Source: an optimization exercise on an open RTL-to-GDS flow (aim: small area, a short achievable clock period and few clock cycles per item). Production flows keep margins and buffers that such runs may drop. Function was checked by simulation only, so behaviour that the tests miss may differ from the original. No activity file was given, so power comes from the tool's default toggle rates.

[flow/config.mk]
export PLATFORM = sky130hd
export DESIGN_NAME = alu
export DESIGN_NICKNAME = alu
export VERILOG_FILES = /design/flow/design.v
export SDC_FILE = /design/flow/constraint.sdc
export NUM_CORES = 4
export LEC_CHECK = 0
export CAP_MARGIN = 20
export CORE_MARGIN = 2
export CORE_UTILIZATION = 40
export SLEW_MARGIN = 20
[flow/design.v]
module alu #(
  parameter int WIDTH = 32
) (
  input  logic             clk,
  input  logic             rst_b,
  input  logic [3:0]       opcode,
  input  logic [WIDTH-1:0] ibus,
  output logic [WIDTH-1:0] obus,
  output logic             fin
);
  localparam int CW = $clog2(WIDTH);
  localparam int AW = WIDTH + 2;
  typedef enum logic [3:0] {
    OP_NOP = 4'b0000,
    OP_ADD = 4'b0011,
    OP_SUB = 4'b0100,
    OP_SHR = 4'b0101,
    OP_SHL = 4'b0110,
    OP_AND = 4'b0111,
    OP_OR  = 4'b1000,
    OP_NEG = 4'b1001,
    OP_MUL = 4'b1010,
    OP_DIV = 4'b1011
  } op_e;
  typedef enum logic [2:0] {
    S_IDLE,
    S_LOAD_Y,
    S_EXEC,
    S_ITER,
    S_OUT1
  } state_e;
  state_e           r_state;
  state_e           w_state_nxt;
  op_e              r_op;
  logic [WIDTH-1:0] r_x;
  logic [WIDTH-1:0] r_y;
  logic [WIDTH-1:0] r_q;
  logic [AW-1:0]    r_acc;
  logic             r_qm1;
  logic [CW-1:0]    r_cnt;
  logic             w_op_valid;
  logic             w_is_iter;
  logic             w_last;
  logic [WIDTH-1:0] w_exec;
  logic             w_x_neg;
  logic             w_y_neg;
  logic [WIDTH-1:0] w_x_mag;
  logic [WIDTH-1:0] w_y_mag;
  logic [AW-1:0]    w_m;
  logic [AW-1:0]    w_d;
  logic [AW-1:0]    w_booth_sum;
  logic [AW-1:0]    w_div_sh;
  logic [AW-1:0]    w_acc_nxt;
  logic [WIDTH-1:0] w_q_nxt;
  logic [WIDTH-1:0] w_rem_mag;
  logic [WIDTH-1:0] w_quot;
  logic [WIDTH-1:0] w_rem;
  assign w_op_valid = (opcode == OP_ADD) || (opcode == OP_SUB) || (opcode == OP_SHR) ||
                      (opcode == OP_SHL) || (opcode == OP_AND) || (opcode == OP_OR)  ||
                      (opcode == OP_NEG) || (opcode == OP_MUL) || (opcode == OP_DIV);
  assign w_is_iter  = (r_op == OP_MUL) || (r_op == OP_DIV);
  assign w_last     = (r_cnt == CW'(WIDTH - 1));
  assign w_x_neg    = r_x[WIDTH-1];
  assign w_y_neg    = r_y[WIDTH-1];
  assign w_x_mag    = w_x_neg ? -r_x : r_x;
  assign w_y_mag    = w_y_neg ? -r_y : r_y;
  always_ff @(posedge clk) begin
    if (rst_b) r_state <= S_IDLE;
    else       r_state <= w_state_nxt;
  end
  always_comb begin
    w_state_nxt = r_state;
    case (r_state)
      S_IDLE:   if (w_op_valid) w_state_nxt = S_LOAD_Y;
      S_LOAD_Y: w_state_nxt = w_is_iter ? S_ITER : S_EXEC;
      S_EXEC:   w_state_nxt = S_IDLE;
      S_ITER:   if (w_last) w_state_nxt = S_OUT1;
      S_OUT1:   w_state_nxt = S_IDLE;
      default:  w_state_nxt = S_IDLE;
    endcase
  end
  always_comb begin
    w_exec = '0;
    case (r_op)
      OP_ADD:  w_exec = r_x + r_y;
      OP_SUB:  w_exec = r_x - r_y;
      OP_SHR:  w_exec = $signed(r_x) >>> r_y[CW-1:0];
      OP_SHL:  w_exec = r_x << r_y[CW-1:0];
      OP_AND:  w_exec = r_x & r_y;
      OP_OR:   w_exec = r_x | r_y;
      OP_NEG:  w_exec = -r_x;
      default: w_exec = '0;
    endcase
  end
  always_comb begin
    w_m         = {{2{r_y[WIDTH-1]}}, r_y};
    w_d         = {2'b00, w_y_mag};
    w_booth_sum = r_acc;
    w_div_sh    = {r_acc[AW-2:0], r_q[WIDTH-1]};
    w_acc_nxt   = r_acc;
    w_q_nxt     = r_q;
    if (r_op == OP_MUL) begin
      case ({r_q[0], r_qm1})
        2'b01:   w_booth_sum = r_acc + w_m;
        2'b10:   w_booth_sum = r_acc - w_m;
        default: w_booth_sum = r_acc;
      endcase
      w_acc_nxt = {w_booth_sum[AW-1], w_booth_sum[AW-1:1]};
      w_q_nxt   = {w_booth_sum[0], r_q[WIDTH-1:1]};
    end else begin
      w_acc_nxt = r_acc[AW-1] ? (w_div_sh + w_d) : (w_div_sh - w_d);
      w_q_nxt   = {r_q[WIDTH-2:0], ~w_acc_nxt[AW-1]};
    end
    w_rem_mag = w_acc_nxt[AW-1] ? (w_acc_nxt[WIDTH-1:0] + w_y_mag) : w_acc_nxt[WIDTH-1:0];
    w_quot    = (w_x_neg ^ w_y_neg) ? -w_q_nxt : w_q_nxt;
    w_rem     = w_x_neg ? -w_rem_mag : w_rem_mag;
    if (r_y == '0) begin
      w_quot = '1;
      w_rem  = r_x;
    end
  end
  always_ff @(posedge clk) begin
    if (rst_b) begin
      r_op  <= OP_NOP;
      r_x   <= '0;
      r_y   <= '0;
      r_q   <= '0;
      r_acc <= '0;
      r_qm1 <= 1'b0;
      r_cnt <= '0;
      obus  <= '0;
      fin   <= 1'b0;
    end else begin
      case (r_state)
        S_IDLE: begin
          obus <= '0;
          fin  <= 1'b0;
          if (w_op_valid) begin
            r_op <= op_e'(opcode);
            r_x  <= ibus;
          end
        end
        S_LOAD_Y: begin
          r_y   <= ibus;
          r_acc <= '0;
          r_qm1 <= 1'b0;
          r_cnt <= '0;
          r_q   <= (r_op == OP_MUL) ? r_x : w_x_mag;
        end
        S_EXEC: begin
          obus <= w_exec;
          fin  <= 1'b1;
        end
        S_ITER: begin
          r_acc <= w_acc_nxt;
          r_q   <= w_q_nxt;
          r_qm1 <= r_q[0];
          r_cnt <= r_cnt + CW'(1);
          if (w_last) begin
            fin <= 1'b1;
            if (r_op == OP_MUL) begin
              obus <= w_q_nxt;
            end else begin
              obus  <= w_quot;
              r_acc <= {2'b00, w_rem};
            end
          end
        end
        S_OUT1: obus <= r_acc[WIDTH-1:0];
        default: ;
      endcase
    end
  end
endmodule
[flow/run.sh]
#!/bin/bash
# synth_recipe.tcl (not shown) runs the flow's synth.tcl, then flattens the netlist and writes it again
# the make line also repeats each setting of config.mk as NAME=value (left out here)
make -C /OpenROAD-flow-scripts/flow DESIGN_CONFIG=/design/flow/config.mk WORK_HOME=/design/flow/orfs CLKGATE_MAP_FILE= SYNTH_SCRIPT=/design/flow/synth_recipe.tcl finish
[flow/constraint.sdc]
create_clock -name core_clock -period 10.0 [get_ports {clk}]
set_input_delay 2.0000 -clock core_clock [delete_from_list [all_inputs] [get_ports {clk}]]
set_output_delay 2.0000 -clock core_clock [all_outputs]
set_load 0.01 [all_outputs]
==> results.txt <==
## stage by stage
step                      hold WS [ns]  utilization, %
after floorplan                  0.432               -
after global placement           0.446            42.6
after detailed placement         0.452            42.6
after CTS                        0.461            43.4
after global routing             0.477            43.5
final                            0.459            43.5
## worst max-delay path, delay by kind of cell, from the launching register on
kind,cells,cell delay [ns]
compound gates,12,2.77
flops,1,0.36
mux,1,0.30
simple gates,14,4.16
fa+ha+maj,3,0.79
xor+xnor,2,0.49
buf+inv,3,0.42
## flip-flops by register name, summed over array words and instances, names as in the netlist
register,cells
r_y,32
obus,32
r_state,3
r_op,4
r_acc,34
r_q,32
fin,1
r_cnt,5
r_qm1,1
r_x,32
## layer usage
layer  wire length [um]  GRT usage [%]  vias to the layer above
met4               8100           20.7                        4
met5                 23              0                        -
met1              54400           51.2                    14500
met3              14400           7.42                      316
met2              52700           53.7                     1836
li1                   -              -                    13900
## cells in the mapped netlist, types with 11 or more instances
cell type and n:
xor2_1 88, o22ai_1 38, a222oi_1 11, mux2i_1 138, or3_1 47, nor4_1 31
o31ai_1 28, inv_1 93, and3_1 37, a31oi_1 70, dfxtp_1 176, o21a_1 39
or2_2 11, nand3_1 85, a211oi_1 48, a21oi_1 389, nor3_1 103, xnor2_1 201
o21ai_0 244, or4_1 11, and2_1 24, nand2b_1 45, a221oi_1 22, o221ai_1 18
nand3b_1 11, nand2_1 468, nor2_1 373, nor2b_1 30, o21bai_1 13, o211ai_1 71
buf_1 49, a21o_1 74, clkbuf_1 227, a211o_1 15, mux2_2 13, a22oi_1 54
mux4_2 32, nand4_1 22, ha_1 149
## power groups by stage
stage / combinational [mW] / sequential [mW] / clock (mW)
detailed placement: 4.41 / 0.856 / 0
finish: 4.59 / 0.847 / 0.695
global route: 4.94 / 0.849 / 0.719
CTS: 4.44 / 0.840 / 0.700
global placement: 4.44 / 0.855 / 0
floorplan: 3.32 / 0.795 / 0
## what timing repair did
item                                    CTS  global route
endpoints found under the setup margin    0             5
gates resized for setup                   0             5
hold endpoints to repair                  0             0
## logic make-up (layout without fill, tap and decap cells)
| family | after synthesis | in the layout | synth area share (%) |
|---|---|---|---|
| other cells | 0 | 2 | 0 |
| mux | 185 | 185 | 8.62 |
| buf+inv | 391 | 304 | 5.78 |
| simple gates | 1352 | 1352 | 23.9 |
| xor+xnor | 289 | 289 | 9.59 |
| fa+ha+maj | 153 | 153 | 7.37 |
| flops | 176 | 176 | 13.3 |
| compound gates | 1280 | 1280 | 31.4 |
## worst paths after layout
check / end / depth (start not counted) / startpoint / slack, ns
setup reg to reg: r_acc[28] / 35 / r_y[1] / 0.65
hold / removal: r_qm1 / 2 / r_qm1 / 0.46
setup / recovery: r_acc[28] / 35 / r_y[1] / 0.65
hold reg to reg: r_qm1 / 2 / r_qm1 / 0.46
## area by class of cell
type	count	area [um^2]	share of cell area [%]
Antenna cell	2	5.00	0.0176
Clock buffer	19	433	1.52
Clock inverter	11	109	0.382
Inverter	97	364	1.28
Multi-Input combinational cell	3259	21400	75.3
Sequential cell	176	3540	12.4
Tap cell	864	1080	3.80
Timing Repair Buffer	177	1520	5.33
==> out/metrics.yaml <==
run_status:
  status: "finished clean"
synthesis:
  syn_area_per_cell_um2: 6.90
  ys_warn_count: 1
  synth_cell_types: 103
  synth_top_area_share_pct: 13.3
  synthTopCellsByArea: "dfxtp_1 (13%), a21oi_1 (7.4%), ha_1 (7.1%), xnor2_1 (6.7%), nand2_1 (6.7%)"
  synth_area_um2: 26400
  synth-seq-area-share_pct: 13.3
  async_reset_ff_share_pct: 0
  synth-main-ff-cell: "dfxtp_1"
  synth_seq_cells: 176
  synth_edf_count: 0
  netlist_instances: 3826
  synth_largest_area_cell: "dfxtp_1"
  syn-num-nets: 4017
drt:
  wirelength_mm: 130
  drt_iter0_drc: 4050
  num_vias: 30500
  post-route-drc-count: 0
  antenna_left: 0
  vias_per_cell: 6.62
  drtPass1Iterations: 8
  routedWlPerCell_um: 28.1
pwr:
  power.share.clock_pct: 11.3
  intPower_mw: 2.78
  p_seq_share_pct: 13.8
  power_switching_mw: 3.35
  sw_frac_of_total_pct: 54.7
  power_mw: 6.13
  p_comb_share_pct: 74.8
  power_per_cell_area_nw_per_um2: 215
  irDropWorstVdd_v: 0.000201
  leakagePower_nw: 11.2
setup_path:
  cp_slowest_stage_delay_ns: 0.52
  cp_slowest_cell: "or3_1"
  cp_data_required_time_ns: 10.44
  path_class: "flip-flop to flip-flop"
  critPathMaxFanout: 10
  crit_top_cell: "ha_1"
  arrival_ns: 9.79
  start_kind: "flip-flop"
  endpoint_kind: "flip-flop"
final_layout:
  final_area_um2: 28500
  fill_cells: 6928
  mostFrequentLayoutCells: "nand2_1 (466), a21oi_1 (389), nor2_1 (368)"
  drive_above_1_share_pct: 7.06
  final_nets: 3919
  final_common_cell: "nand2_1"
  syn_to_final_growth_pct: 7.87
  fin_cells: 4605
clocking:
  clk_latency_ns: 0.52
  clock-sinks: 176
  htreeDepth: 4
  hold_buffers: 0
  clockRootBuffer: "clkbuf_16"
  cts_buffers: 17
  post_cts.repair.setup_buffers: 0
  cts_tree: "done"
  clk_path_buf_depth: 2
  cts.clk_slew.worst_paths_ns: 0.08
die:
  fp.dieW_um: 261
  initial_core_util_pct: 40.3
  core_area_um2: 65500
  ios: 71
  die_area_um2: 68100
  rows: 94
  die_h_um: 261
timing:
  finalSetupViolations: 0
  hold_violations: 0
  postLayoutSetupSlackWorst_ns: 0.645
  fmax_mhz: 107
  slew_violations: 0
  finalWorstPathRequiredPeriod_ns: 9.35
  tightestPinTransition_ns: 1.25
  post-route-period-util_pct: 93.5
  rsz0062_at_grt: "false"
  setup_tns_ns: 0
  fin_worst_skew_ns: 0.0174
  slew_headroom_pct: 15.5
grt:
  grt_pass1_vias: 27300
  grt_usage_pct: 37.1
  grt_overflow: 0
  grt_first_pass_wirelength_mm: 187
  grt_max_degree: 89
  antenna_found_initial: 2
place:
  pre_cts_slack_ns: 0.687
  place_area_um2: 27900
  placedCellCount: 4573
  dpl.hpwl_mm: 97.8
  io_buffers: 70
  gp_congestion: 1.06
worst_hold_path:
  hold_class: "flip-flop to flip-flop"
flow_run:
  maxCapViolCount: 0
Testbench counts, summed over its fixed seeds: cycles 40,640, ops 3,200.

==> separate check: timing with driven ports <==
In the flow no input, the clock included, has a driving cell. The finished layout below was timed again as built, in two steps. Step 1 assumes that a clkbuf_16 drives the clock port and a buf_2 every other input. Step 2 times the ports against the registers' clock, not the clock port: input delays grow and output delays shrink by t, the midpoint of the rising clock arrivals with the driver on. Three values: ideal, step 1, step 2; two values: the first two.
shift t [ns]: 0.579
setup slack, ns: 0.645 / 0.645 / 0.645
clock arrival spread, ns: 0.017 / 0.018
cell pins on the clock port's net: 1
After both steps setup and hold are still met in this run. For this run, drivers alone change the setup slack by 0.000 ns; drivers and shift together by 0.000 ns.
